Context: an optimization exercise on an open-source flow, tuned for small area, a short achievable clock period and few clock cycles. The choices shown serve that exercise and are no tape-out recipe.
The RTL was checked by simulation tests, not by an equivalence proof against the original design.
No activity file was given, so power comes from the tool's default toggle rates.

==> build 42: inputs <==
// priority_power_sequencer
module priority_power_sequencer (
  input  logic                  clk,
  input  logic                  rst_n,
  input  logic                  in_valid,
  output logic                  in_stall,
  input  pps_pkg::in_t          in_data,
  output logic                  out_valid,
  input  logic                  out_stall,
  output pps_pkg::out_t         out_data,
  input  logic                  psel,
  input  logic                  penable,
  input  logic                  pwrite,
  input  logic [pps_pkg::PADDR_W-1:0] paddr,
  input  logic [31:0]           pwdata,
  output logic [31:0]           prdata,
  output logic                  pready
);
==> flow/config.mk <==
export PLATFORM = sky130hd
export DESIGN_NAME = priority_power_sequencer
export DESIGN_NICKNAME = priority_power_sequencer
export VERILOG_FILES = /design/flow/design.v
export SDC_FILE = /design/flow/constraint.sdc
export NUM_CORES = 4
export LEC_CHECK = 0
export CAP_MARGIN = 20
export CORE_MARGIN = 2
export CORE_UTILIZATION = 50
export SETUP_SLACK_MARGIN = 3.6
export SLEW_MARGIN = 20
==> flow/constraint.sdc <==
create_clock -name core_clock -period 8.0 [get_ports {clk}]
set_input_delay 1.6000 -clock core_clock [delete_from_list [all_inputs] [get_ports {clk}]]
set_output_delay 1.6000 -clock core_clock [all_outputs]
set_load 0.01 [all_outputs]
run.sh (not shown) runs the stock make flow with config.mk's settings and CLKGATE_MAP_FILE= SYNTH_SCRIPT=/design/flow/synth_recipe.tcl, a recipe that flattens the netlist after the stock synthesis.
==> trial 7 (differences from build 42) <==
--- a/flow/design.v
+++ b/flow/design.v
@@ -160,12 +160,13 @@
   logic        ov_r;
   logic [3:0]  oev_r;
   logic [15:0] oid_r;
   logic        ovld_r, ocln_r, ofrc_r, olast_r, oshut_r;
   logic [31:0] now_r;
   logic [15:0] pend_r;         
+  logic        pnz_r;          
   logic [15:0] nsel_r;         
   logic [15:0] fail_r;
   logic [1:0]  ekind_r;
   logic        half_r;         
   logic        cclean_r;
   logic [1:0]  etrl_r;
@@ -258,13 +259,13 @@
     pc_sel    = 5'($countones(pm_sel));
   end
   logic        em_idle, out_free, node_ok;
   logic [15:0] pend_nx, pick_nx, id_sel;
   logic [3:0]  ev_node;
   always_comb begin
-    node_ok  = pend_r != 16'd0 && !pown_r;
+    node_ok  = pnz_r && !pown_r;
     em_idle  = !half_r && etrl_r == TR_NONE && !node_ok;
     out_free = !ov_r || !out_stall;
     pend_nx  = pend_r & ~nsel_r;
     id_sel   = '0;
     for (int i = 0; i < MAX_NODES; i++) id_sel = id_sel | (ids_r[i] & {16{nsel_r[i]}});
   end
@@ -331,12 +332,13 @@
         end
       end
     end
     if (pl_r == PL_PLAN && !pzero_r && !node_ok) pl_r <= PL_LOAD;
     if (pl_r != PL_LOAD && !node_ok && in_valid && op_walk) begin
       pend_r  <= pm_sel;
+      pnz_r   <= pm_sel != 16'd0;
       pcnt_r  <= pc_sel;
       nsel_r  <= pick_pl;
       ekind_r <= (pl_r == PL_PLAN) ? pkind_r : (desc_pl ? WK_UP : WK_DOWN);
       pown_r  <= 1'b1;
     end
     if (accept) begin
@@ -397,19 +399,21 @@
         end
         OP_BOOT: begin
           if (mode_r == MODE_OFF) oev_r <= EV_BOOT;
         end
         OP_CUT, OP_TICK: begin
           if (op_walk) begin
-            if (pend_r != 16'd0) begin
+            if (pnz_r) begin
               oid_r    <= id_sel;
               ovld_r   <= 1'b1;
               oev_r    <= ev_node;
               half_r   <= ekind_r != WK_CUT;
               cclean_r <= !(|(in_data.fail_mask & nsel_r));
               pend_r   <= pend_nx;
+        pnz_r    <= pend_nx != 16'd0;
+              pnz_r    <= pend_nx != 16'd0;
               nsel_r   <= pick_nx;
               etrl_r   <= ptrl_r;
               olast_r  <= 1'b0;
             end else begin
               oev_r    <= (ptrl_r == TR_ON) ? EV_ON : EV_OFF;
               ofrc_r   <= ptrl_r == TR_OFFF;
@@ -430,12 +434,13 @@
         ovld_r   <= 1'b1;
         ocln_r   <= 1'b0;
         oev_r    <= ev_node;
         half_r   <= ekind_r != WK_CUT;
         cclean_r <= !(|(fail_r & nsel_r));
         pend_r   <= pend_nx;
+        pnz_r    <= pend_nx != 16'd0;
         nsel_r   <= pick_nx;
         olast_r  <= (ekind_r == WK_CUT) && pend_nx == 16'd0 && etrl_r == TR_NONE;
       end else begin
         oid_r   <= 16'd0;
         ovld_r  <= 1'b0;
         ocln_r  <= 1'b0;
@@ -517,12 +522,13 @@
       dlp_r      <= 1'b0;
       pown_r     <= 1'b0;
       ov_r       <= 1'b0;
       half_r     <= 1'b0;
       etrl_r     <= TR_NONE;
       pend_r     <= 16'd0;
+      pnz_r      <= 1'b0;
       mode_r     <= MODE_ON;
       cnt_r      <= 5'd0;
       present_r  <= 8'd0;
       up_r       <= 16'd0;
       grace_r    <= 16'd0;
       cut_r      <= 16'd0;
CORE_UTILIZATION = 65   (was 50)
SETUP_SLACK_MARGIN = 2.5   (was 3.6)
==> build 80 (differences from build 42) <==
--- a/flow/design.v
+++ b/flow/design.v
@@ -160,12 +160,13 @@
   logic        ov_r;
   logic [3:0]  oev_r;
   logic [15:0] oid_r;
   logic        ovld_r, ocln_r, ofrc_r, olast_r, oshut_r;
   logic [31:0] now_r;
   logic [15:0] pend_r;         
+  logic        pnz_r;          
   logic [15:0] nsel_r;         
   logic [15:0] fail_r;
   logic [1:0]  ekind_r;
   logic        half_r;         
   logic        cclean_r;
   logic [1:0]  etrl_r;
@@ -258,13 +259,13 @@
     pc_sel    = 5'($countones(pm_sel));
   end
   logic        em_idle, out_free, node_ok;
   logic [15:0] pend_nx, pick_nx, id_sel;
   logic [3:0]  ev_node;
   always_comb begin
-    node_ok  = pend_r != 16'd0 && !pown_r;
+    node_ok  = pnz_r && !pown_r;
     em_idle  = !half_r && etrl_r == TR_NONE && !node_ok;
     out_free = !ov_r || !out_stall;
     pend_nx  = pend_r & ~nsel_r;
     id_sel   = '0;
     for (int i = 0; i < MAX_NODES; i++) id_sel = id_sel | (ids_r[i] & {16{nsel_r[i]}});
   end
@@ -331,12 +332,13 @@
         end
       end
     end
     if (pl_r == PL_PLAN && !pzero_r && !node_ok) pl_r <= PL_LOAD;
     if (pl_r != PL_LOAD && !node_ok && in_valid && op_walk) begin
       pend_r  <= pm_sel;
+      pnz_r   <= pm_sel != 16'd0;
       pcnt_r  <= pc_sel;
       nsel_r  <= pick_pl;
       ekind_r <= (pl_r == PL_PLAN) ? pkind_r : (desc_pl ? WK_UP : WK_DOWN);
       pown_r  <= 1'b1;
     end
     if (accept) begin
@@ -397,19 +399,21 @@
         end
         OP_BOOT: begin
           if (mode_r == MODE_OFF) oev_r <= EV_BOOT;
         end
         OP_CUT, OP_TICK: begin
           if (op_walk) begin
-            if (pend_r != 16'd0) begin
+            if (pnz_r) begin
               oid_r    <= id_sel;
               ovld_r   <= 1'b1;
               oev_r    <= ev_node;
               half_r   <= ekind_r != WK_CUT;
               cclean_r <= !(|(in_data.fail_mask & nsel_r));
               pend_r   <= pend_nx;
+        pnz_r    <= pend_nx != 16'd0;
+              pnz_r    <= pend_nx != 16'd0;
               nsel_r   <= pick_nx;
               etrl_r   <= ptrl_r;
               olast_r  <= 1'b0;
             end else begin
               oev_r    <= (ptrl_r == TR_ON) ? EV_ON : EV_OFF;
               ofrc_r   <= ptrl_r == TR_OFFF;
@@ -430,12 +434,13 @@
         ovld_r   <= 1'b1;
         ocln_r   <= 1'b0;
         oev_r    <= ev_node;
         half_r   <= ekind_r != WK_CUT;
         cclean_r <= !(|(fail_r & nsel_r));
         pend_r   <= pend_nx;
+        pnz_r    <= pend_nx != 16'd0;
         nsel_r   <= pick_nx;
         olast_r  <= (ekind_r == WK_CUT) && pend_nx == 16'd0 && etrl_r == TR_NONE;
       end else begin
         oid_r   <= 16'd0;
         ovld_r  <= 1'b0;
         ocln_r  <= 1'b0;
@@ -517,12 +522,13 @@
       dlp_r      <= 1'b0;
       pown_r     <= 1'b0;
       ov_r       <= 1'b0;
       half_r     <= 1'b0;
       etrl_r     <= TR_NONE;
       pend_r     <= 16'd0;
+      pnz_r      <= 1'b0;
       mode_r     <= MODE_ON;
       cnt_r      <= 5'd0;
       present_r  <= 8'd0;
       up_r       <= 16'd0;
       grace_r    <= 16'd0;
       cut_r      <= 16'd0;
SETUP_SLACK_MARGIN = 1.5   (was 3.6)
==> summary.txt <==
Clocking
  • Num CTS Buffers: 82

Cells and area
  • Area of the multi-input gates: 27900 sq um
  • Fillers: 8702

Power
  • Logic pwr share: 0.426
  • VDD IR-drop max: 188 uV

Global route
  • Largest net degree at the start of global routing: 67

Floorplanning
  • Die Span X: 317 microns

Outcome
  • Status: no timing/DRC/antenna violations

Yosys
  • Synth top area cells: edfxtp_1, dfxtp_1, ha_1
That was build 80.
==> summary.txt <==
Yosys
  • Synth top area cells: edfxtp_1, dfxtp_1, ha_1
  • Area share of fa/ha/maj cells after synthesis: 0.0756

Clocking
  • Clock insertion delay at the later pin of the skew report: 0.70 ns
  • Worst-path clk slew: 0.07 ns

Setup path
  • CP Depth: 15

Power
  • Logic pwr share: 0.438
  • Seq. pwr: 5.12 mW
  • VDD IR-drop max: 226 uV

Cells and area
  • Area of the multi-input gates: 28400 sq um
  • Sequential portion of the cell area: 0.336

Route
  • DRT antenna net count: 0

Global route
  • Largest net degree at the start of global routing: 67

Floorplanning
  • Die Span X: 278 microns

Outcome
  • Status: no timing/DRC/antenna violations
That was trial 7.
==> summary.txt <==
Cells and area
  • Multi-input combinational area share: 0.494
  • Area of the multi-input gates: 29600 sq um
  • Fillers: 8262
  • Commonest non-fill, non-tap cell in the layout: nand2_1

Power
  • VDD IR-drop max: 226 uV
  • Logic pwr share: 0.436

Yosys
  • Synth top area cells: edfxtp_1, dfxtp_1, ha_1

Floorplanning
  • Die Span X: 316 microns

Route
  • Metal3 WL: 23.4 mm
  • Metal-1 WL: 76.4 mm

Outcome
  • Status: no timing/DRC/antenna violations
That was build 42.
Testbench counts of build 42, summed over its fixed seeds: cycles 16,209.
Testbench counts of trial 7, summed over its fixed seeds: cycles 16,209.
Testbench counts of build 80, summed over its fixed seeds: cycles 16,209.

## afterwards: timing with drivers on the ports
How much do the figures lean on ideal ports? The routed layouts below were timed once more, with nothing changed but the port constraints.
Step 1 (the two cells are an assumption about what drives the block):
set clk [get_ports {clk}]
set_driving_cell -lib_cell sky130_fd_sc_hd__clkbuf_16 $clk
set_driving_cell -lib_cell sky130_fd_sc_hd__buf_2 [delete_from_list [all_inputs] $clk]
Step 2 times the ports against the registers' clock, not the clock port: input delays grow and output delays shrink by t, the midpoint of the rising clock arrivals with the driver on.
Slacks: no drivers / after step 1 / after step 2; pairs: no drivers / after step 1.
| run | t, ns | slack for setup (ns) | worst setup path at the end | pins driven straight from the clock port |
|---|---|---|---|---|
| build 42 | 0.766 | 2.632 / 2.632 / 2.632 | register to register | 1 |
| trial 7 | 0.746 | 2.295 / 2.295 / 1.782 | input to register | 1 |
| build 80 | 0.750 | 1.515 / 1.515 / 1.193 | input to register | 1 |
After both steps every run listed still meets setup and hold. The setup slack of trial 7, which loses most, moves by 0.000 ns with the drivers and by -0.513 ns with both steps.
